This design comes from an exercise in tuning for small area and a short achievable clock period on the open sky130 flow, not from production work.
Only simulation tests tie the RTL to the original design; equivalence was not proved.

==> design/flow/design.v <==
package lms_pkg;
    localparam int unsigned NUM_TAPS   = 32;
    localparam int unsigned WEIGHT_W   = 24;
    localparam int unsigned MU_SHIFT   = 20;
    localparam int unsigned LEAK_SHIFT = 12;
    localparam int unsigned TAP_IDX_W  = $clog2(NUM_TAPS);
    localparam int unsigned ACC_W      = 64;
    typedef logic signed [WEIGHT_W-1:0] weight_t;
    typedef logic signed [15:0]         sample_t;
    localparam logic [1:0] ST_IDLE   = 2'd0;
    localparam logic [1:0] ST_UPDATE = 2'd1;
    localparam logic [1:0] ST_DONE   = 2'd2;
    typedef enum logic [1:0] {
        IDLE   = ST_IDLE,
        UPDATE = ST_UPDATE,
        DONE   = ST_DONE
    } lms_state_t;
    function automatic logic signed [ACC_W-1:0] sat_weight(
        input logic signed [ACC_W-1:0] value,
        input int unsigned             width
    );
        logic signed [ACC_W-1:0] hi;
        logic signed [ACC_W-1:0] lo;
        hi = (64'sd1 <<< (width - 1)) - 64'sd1;
        lo = -hi - 64'sd1;
        if (value > hi) begin
            sat_weight = hi;
        end else if (value < lo) begin
            sat_weight = lo;
        end else begin
            sat_weight = value;
        end
    endfunction
endpackage
module ref_sample_buffer #(
    parameter int unsigned DEPTH = lms_pkg::NUM_TAPS
) (
    input  logic                     clk_in,
    input  logic                     rst_n_in,
    input  lms_pkg::sample_t                  wr_data,
    input  logic                     wr_en,
    input  logic [$clog2(DEPTH)-1:0] rd_offset,
    output lms_pkg::sample_t                  rd_data
);
    localparam int unsigned PTR_W = $clog2(DEPTH);
    lms_pkg::sample_t          mem [0:DEPTH-1];
    logic [PTR_W-1:0] wr_ptr;
    logic [PTR_W-1:0] rd_addr;
    always_ff @(posedge clk_in or negedge rst_n_in) begin
        if (!rst_n_in) begin
            for (int unsigned i = 0; i < DEPTH; i++) begin
                mem[i] <= '0;
            end
            wr_ptr <= '0;
        end else if (wr_en) begin
            mem[wr_ptr] <= wr_data;
            wr_ptr      <= wr_ptr + PTR_W'(1);
        end
    end
    assign rd_addr = wr_ptr - rd_offset - PTR_W'(1);
    assign rd_data = mem[rd_addr];
endmodule
module lms_weight_updater #(
    parameter int unsigned NUM_TAPS   = lms_pkg::NUM_TAPS,
    parameter int unsigned WEIGHT_W   = lms_pkg::WEIGHT_W,
    parameter int unsigned MU_SHIFT   = lms_pkg::MU_SHIFT,
    parameter int unsigned LEAK_SHIFT = lms_pkg::LEAK_SHIFT
) (
    input  logic                        clk_in,
    input  logic                        rst_n_in,
    input  lms_pkg::sample_t                     sample_in,
    input  logic                        sample_ready,
    input  lms_pkg::sample_t                     error_in,
    input  logic                        error_ready,
    input  logic                        freeze_in,
    output logic signed [WEIGHT_W-1:0]  weight_out,
    output logic [$clog2(NUM_TAPS)-1:0] weight_idx_out,
    output logic                        weight_valid_out,
    output logic                        busy_out,
    output logic                        done_out,
    output logic                        overrun_out
);
    localparam int unsigned      IDX_W    = $clog2(NUM_TAPS);
    localparam logic [IDX_W-1:0] LAST_TAP = IDX_W'(NUM_TAPS - 1);
    localparam bit LEAK_ON = 1'b0;
    lms_pkg::lms_state_t                 state;
    lms_pkg::sample_t                    err_q;
    lms_pkg::sample_t                    x_tap;
    lms_pkg::sample_t                    pend_data;
    logic                       pend_valid;
    lms_pkg::sample_t                    buf_wr_data;
    logic                       buf_wr_en;
    logic [IDX_W-1:0]           tap_idx;
    logic signed [WEIGHT_W-1:0] weights [0:NUM_TAPS-1];
    logic signed [WEIGHT_W-1:0] new_weight;
    logic signed [31:0]         prod;
    logic signed [31:0]         delta;
    logic signed [lms_pkg::ACC_W-1:0]    leak;
    logic signed [lms_pkg::ACC_W-1:0]    sum;
    ref_sample_buffer #(
        .DEPTH (NUM_TAPS)
    ) u_ref_buf (
        .clk_in    (clk_in),
        .rst_n_in  (rst_n_in),
        .wr_data   (buf_wr_data),
        .wr_en     (buf_wr_en),
        .rd_offset (tap_idx),
        .rd_data   (x_tap)
    );
    always_comb begin
        prod       = 32'(err_q) * 32'(x_tap);
        delta      = prod >>> MU_SHIFT;
        leak       = LEAK_ON ? lms_pkg::ACC_W'(weights[tap_idx] >>> LEAK_SHIFT) : '0;
        sum        = lms_pkg::ACC_W'(weights[tap_idx]) - leak + lms_pkg::ACC_W'(delta);
        new_weight = WEIGHT_W'(lms_pkg::sat_weight(sum, WEIGHT_W));
    end
    always_comb begin
        buf_wr_en   = 1'b0;
        buf_wr_data = sample_in;
        case (state)
            lms_pkg::IDLE: buf_wr_en = sample_ready;
            lms_pkg::DONE: begin
                buf_wr_en = sample_ready | pend_valid;
                if (!sample_ready) begin
                    buf_wr_data = pend_data;
                end
            end
            default: ;
        endcase
    end
    assign busy_out = (state != lms_pkg::IDLE);
    always_ff @(posedge clk_in or negedge rst_n_in) begin
        if (!rst_n_in) begin
            state            <= lms_pkg::IDLE;
            err_q            <= '0;
            tap_idx          <= '0;
            pend_data        <= '0;
            pend_valid       <= 1'b0;
            weight_out       <= '0;
            weight_idx_out   <= '0;
            weight_valid_out <= 1'b0;
            done_out         <= 1'b0;
            overrun_out      <= 1'b0;
            for (int unsigned i = 0; i < NUM_TAPS; i++) begin
                weights[i] <= '0;
            end
        end else begin
            weight_valid_out <= 1'b0;
            done_out         <= 1'b0;
            overrun_out      <= 1'b0;
            case (state)
                lms_pkg::IDLE: begin
                    if (error_ready && !freeze_in) begin
                        err_q   <= error_in;
                        tap_idx <= '0;
                        state   <= lms_pkg::UPDATE;
                    end
                end
                lms_pkg::UPDATE: begin
                    weights[tap_idx] <= new_weight;
                    weight_out       <= new_weight;
                    weight_idx_out   <= tap_idx;
                    weight_valid_out <= 1'b1;
                    tap_idx          <= tap_idx + IDX_W'(1);
                    if (tap_idx == LAST_TAP) begin
                        state <= lms_pkg::DONE;
                    end
                    if (sample_ready) begin
                        pend_data  <= sample_in;
                        pend_valid <= 1'b1;
                    end
                    overrun_out <= error_ready | (sample_ready & pend_valid);
                end
                lms_pkg::DONE: begin
                    done_out    <= 1'b1;
                    pend_valid  <= 1'b0;
                    state       <= lms_pkg::IDLE;
                    overrun_out <= error_ready | (sample_ready & pend_valid);
                end
                default: state <= lms_pkg::IDLE;
            endcase
        end
    end
endmodule
==> design/flow/run.sh <==
#!/bin/bash
# synth_recipe.tcl (not shown) runs the flow's synth.tcl, then flattens the netlist and writes it again
# the make line also repeats each setting of config.mk as NAME=value (left out here)
make -C /OpenROAD-flow-scripts/flow DESIGN_CONFIG=/design/flow/config.mk WORK_HOME=/design/flow/orfs CLKGATE_MAP_FILE= SYNTH_SCRIPT=/design/flow/synth_recipe.tcl finish
==> design/flow/config.mk <==
export PLATFORM = sky130hd
export DESIGN_NAME = lms_weight_updater
export DESIGN_NICKNAME = lms_weight_updater
export VERILOG_FILES = /design/flow/design.v
export SDC_FILE = /design/flow/constraint.sdc
export NUM_CORES = 4
export LEC_CHECK = 0
export CAP_MARGIN = 20
export CORE_MARGIN = 2
export CORE_UTILIZATION = 40
export SLEW_MARGIN = 20
==> design/flow/constraint.sdc <==
create_clock -name core_clock -period 14.0 [get_ports {clk_in}]
set_input_delay 2.8000 -clock core_clock [delete_from_list [all_inputs] [get_ports {clk_in}]]
set_output_delay 2.8000 -clock core_clock [all_outputs]
set_load 0.01 [all_outputs]
==> key figures <==
Status
  – Outcome: finished clean

Worst setup path
  – R2R Setup Slk: 0.68 ns
  – Worst Path Arrival: 14.02 ns
  – Crit end category: flip-flop
  – R2R cell count: 49
  – Req. time, crit path: 14.69 ns
  – FF-to-FF Start: tap_idx[0]
  – Worst setup SP type: flip-flop
  – Crit path top cell by count: fa_1
  – Critical path origin: tap_idx[0]
  – Worst Path Max Fanout: 33
  – CP Class: flip-flop to flip-flop
  – CP max stage delay: approximately 0.60 ns
  – RR Endpoint: weights[22][13]
  – Slowest stage cell on the critical path: or3_1

Global routing
  – Initial antenna violation count: 3
  – GRT overflow: 0
  – Vias in the first global route: 53600
  – Largest net degree at the start of global routing: 191
  – First-pass GRT wire length: 354 mm
  – Total track usage: 27.2%

Yosys
  – Gate Count Post-Synth: between 7000 and 8000
  – Post-synth top cells: dfrtp_1 (1357), nand2_1 (1241), o21ai_0 (996), clkbuf_1 (544), nor2_1 (510)
  – Yosys cell types: 86
  – Syn avg cell area: 9.54 um^2
  – Share of flip-flops with an asynchronous set or reset after synthesis: 100%
  – Mapped Area: between 60000 and 70000 um^2
  – Most numerous cell in the Yosys netlist: dfrtp_1
  – Synthesized Nets: 7544
  – Synthesis-stage register bit count: roughly 1400
  – Synth top area cells: dfrtp_1 (50%), fa_1 (7.8%), o21ai_0 (7.3%)
  – Top-area cell type share of the netlist area: about 50%
  – Ys flop type: dfrtp_1
  – Yosys warning total: 4
  – Post-synthesis sequential area ratio: 50.0%
  – Post-synth EDFFs: 0
  – Yosys top cell by area: dfrtp_1

Worst hold path
  – Min-delay src: weights[27][18]
  – Worst hold path type: flip-flop to flip-flop
  – Hold endpoint: weights[27][18]
  – Hold-critical path depth: 2

STA
  – Post-layout min period: 13.32 ns
  – Post-route setup slack: 0.675 ns
  – Final Hold Fails: 0
  – Setup_tns: 0 ns
  – Slew at the pin with the worst max-slew slack: 1.16 ns
  – Count of final setup violators: 0
  – RSZ-0062 raised after global routing: no
  – Fmax: ~75 MHz
  – Worst Skew: 0.0501 ns
  – Fin crit share: 95.2%
  – Slew HR: 22.6%
  – Count of final max-slew check failures: 0

Floorplanning
  – Die height: roughly 420 um
  – Site row count: between 150 and 200
  – Die X: 416 um
  – Full die area: 173000 um^2
  – IO Pins: 70
  – Initial core utilization: between 40% and 50%
  – Core Area: 169000 um^2

CTS
  – # H-tree levels: 4
  – Clock-pin slew on the worst setup and hold paths: 0.06 ns
  – CTS tree: yes
  – CTS Buffer Depth: 3
  – Clk sinks: roughly 1400
  – CTS buffer count: 146
  – Clk Latency, worst-skew pair: 0.81 ns
  – Post-CTS Setup Bufs: 0
  – Cts repair resizes: 0
  – Hold-fix buffers, CTS: 0
  – Root buf cell: clkbuf_16

Route
  – DR iter-0 viols: 6235
  – Routed WL: 236 mm
  – DR DRC count: 0
  – Vias per inst: 5.81
  – Routed vias: 54500
  – DRT antenna net count: 0
  – TritonRoute pass-1 iters: 7
  – Avg WL per Cell: ~25 um

Job
  – Max capacitance violation total: 0

Layout
  – Area growth syn-to-layout: 13.7%
  – Final nets: ~7500
  – # fillers: 15900
  – Share of cells above drive strength 1: about a tenth

Placement
  – GPL Wtd Cong: 0.896
  – DP Wirelength: 152 mm
  – IO Port Bufs: 69
  – Place WS: 0.420 ns
==> cells in the final DEF (no fill, tap or decap), types with 18 or more instances in the layout <==
cell type        instances
and2_1                 154
a21oi_1                473
nor2b_1                 19
clkbuf_16              151
nor2_2                  18
a22oi_1                174
a21o_1                  28
ha_1                   120
nand4_1                 64
clkbuf_1                36
a22o_1                  80
mux2_2                  56
nor3_1                  26
xnor2_1                 34
buf_12                  25
nor3_2                  18
inv_1                  336
nand2_1               1234
buf_4                  229
clkdlybuf4s50_1         68
clkbuf_8                44
mux2i_1                 93
a221oi_1               134
fa_1                   263
nor2_1                 491
o21ai_0                984
nand3_1                 54
and3_1                  30
dfrtp_1               1356
a222oi_1                52
==> routing by layer <==
layer,part of all wire (%),GRT usage (%),vias up
met5,0.0093,0,-
met4,4.0,10.5,4
met3,8.9,5.42,500
met2,45,41.4,2475
met1,43,38.2,27400
li1,-,-,24100
==> layout make-up <==
type	instances	area (um^2)	share of cell area [%]
antenna	2	5.00	0.00648
multi-input combinational	4859	31100	40.3
inverter	338	1270	1.64
tap	2218	2780	3.59
sequential	1357	34000	43.9
timing repair buffer	335	3180	4.11
clock inverter	32	465	0.602
clock buffer	229	4470	5.78
==> worst max path at each step <==
stage                       to  slack, ns
2_1_floorplan   weights[3][19]       1.69
3_3_place_gp   weights[14][12]       0.43
3_5_place_dp   weights[22][13]       0.42
4_1_cts        weights[22][13]       0.37
5_1_grt        weights[20][13]       0.03
6_report       weights[22][13]       0.68
==> logic make-up after synthesis <==
logic type | synth area share, %
AND/OR/NAND/NOR | 13.6
AO/OA/AOI/OAI | 18.2
flip-flops | 50.0
buffers and inverters | 5.06
adder cells (fa/ha/maj) | 10.0
multiplexers | 2.53
XOR/XNOR | 0.641
==> flip-flops by register name, indices dropped and copies added (netlist names) <==
register          cells
u_ref_buf.wr_ptr      5
weights             768
weight_out           24
state                 2
weight_idx_out        5
pend_data            16
done_out              1
pend_valid            1
weight_valid_out      1
tap_idx               5
overrun_out           1
u_ref_buf.mem       512
err_q                16
==> critical path: cells and delay by family, from the launching register on <==
family                     cells  cell delay, ns
AOI/OAI and AO/OA             18            4.01
xor gates and xnor gates       1            0.26
adders and majority gates     10            4.09
buffers and inverters          9            1.69
DFF                            1            0.44
and+or+nand+nor               11            2.67
==> metrics by stage <==
stage / util [%] / hold WS, ns / cells / area (um^2)
detailed placement: 42.6 / 0.467 / 9100 / 72100
CTS: 45.6 / 0.481 / 9361 / 77100
global route: 45.7 / 0.492 / 9368 / 77300
finish: 45.7 / 0.475 / 9370 / 77300
global placement: 42.6 / 0.456 / 9098 / 72100
floorplan: - / 0.442 / 7122 / 68000

[re-timing with driven ports]
Ports are ideal in the flow. The routed layout listed here was re-timed in OpenROAD.
Step 1 assumes that a clkbuf_16 drives the clock port and a buf_2 every other input.
Step 2, shift: input delay + t, output delay - t, t = (earliest + latest rising clock arrival at the registers) / 2. This alone moves slack from input paths to output paths.
a / b / c = no drivers / after step 1 / after step 2; a / b = the first two.
t, ns: 0.869
slack for setup (ns): 0.675 / 0.675 / 0.675
worst setup path after step 2: register to register
pins driven straight from the clock port: 1
After both steps this run still meets setup and hold. The setup slack of this run moves by 0.000 ns with the drivers and by 0.000 ns with both steps.
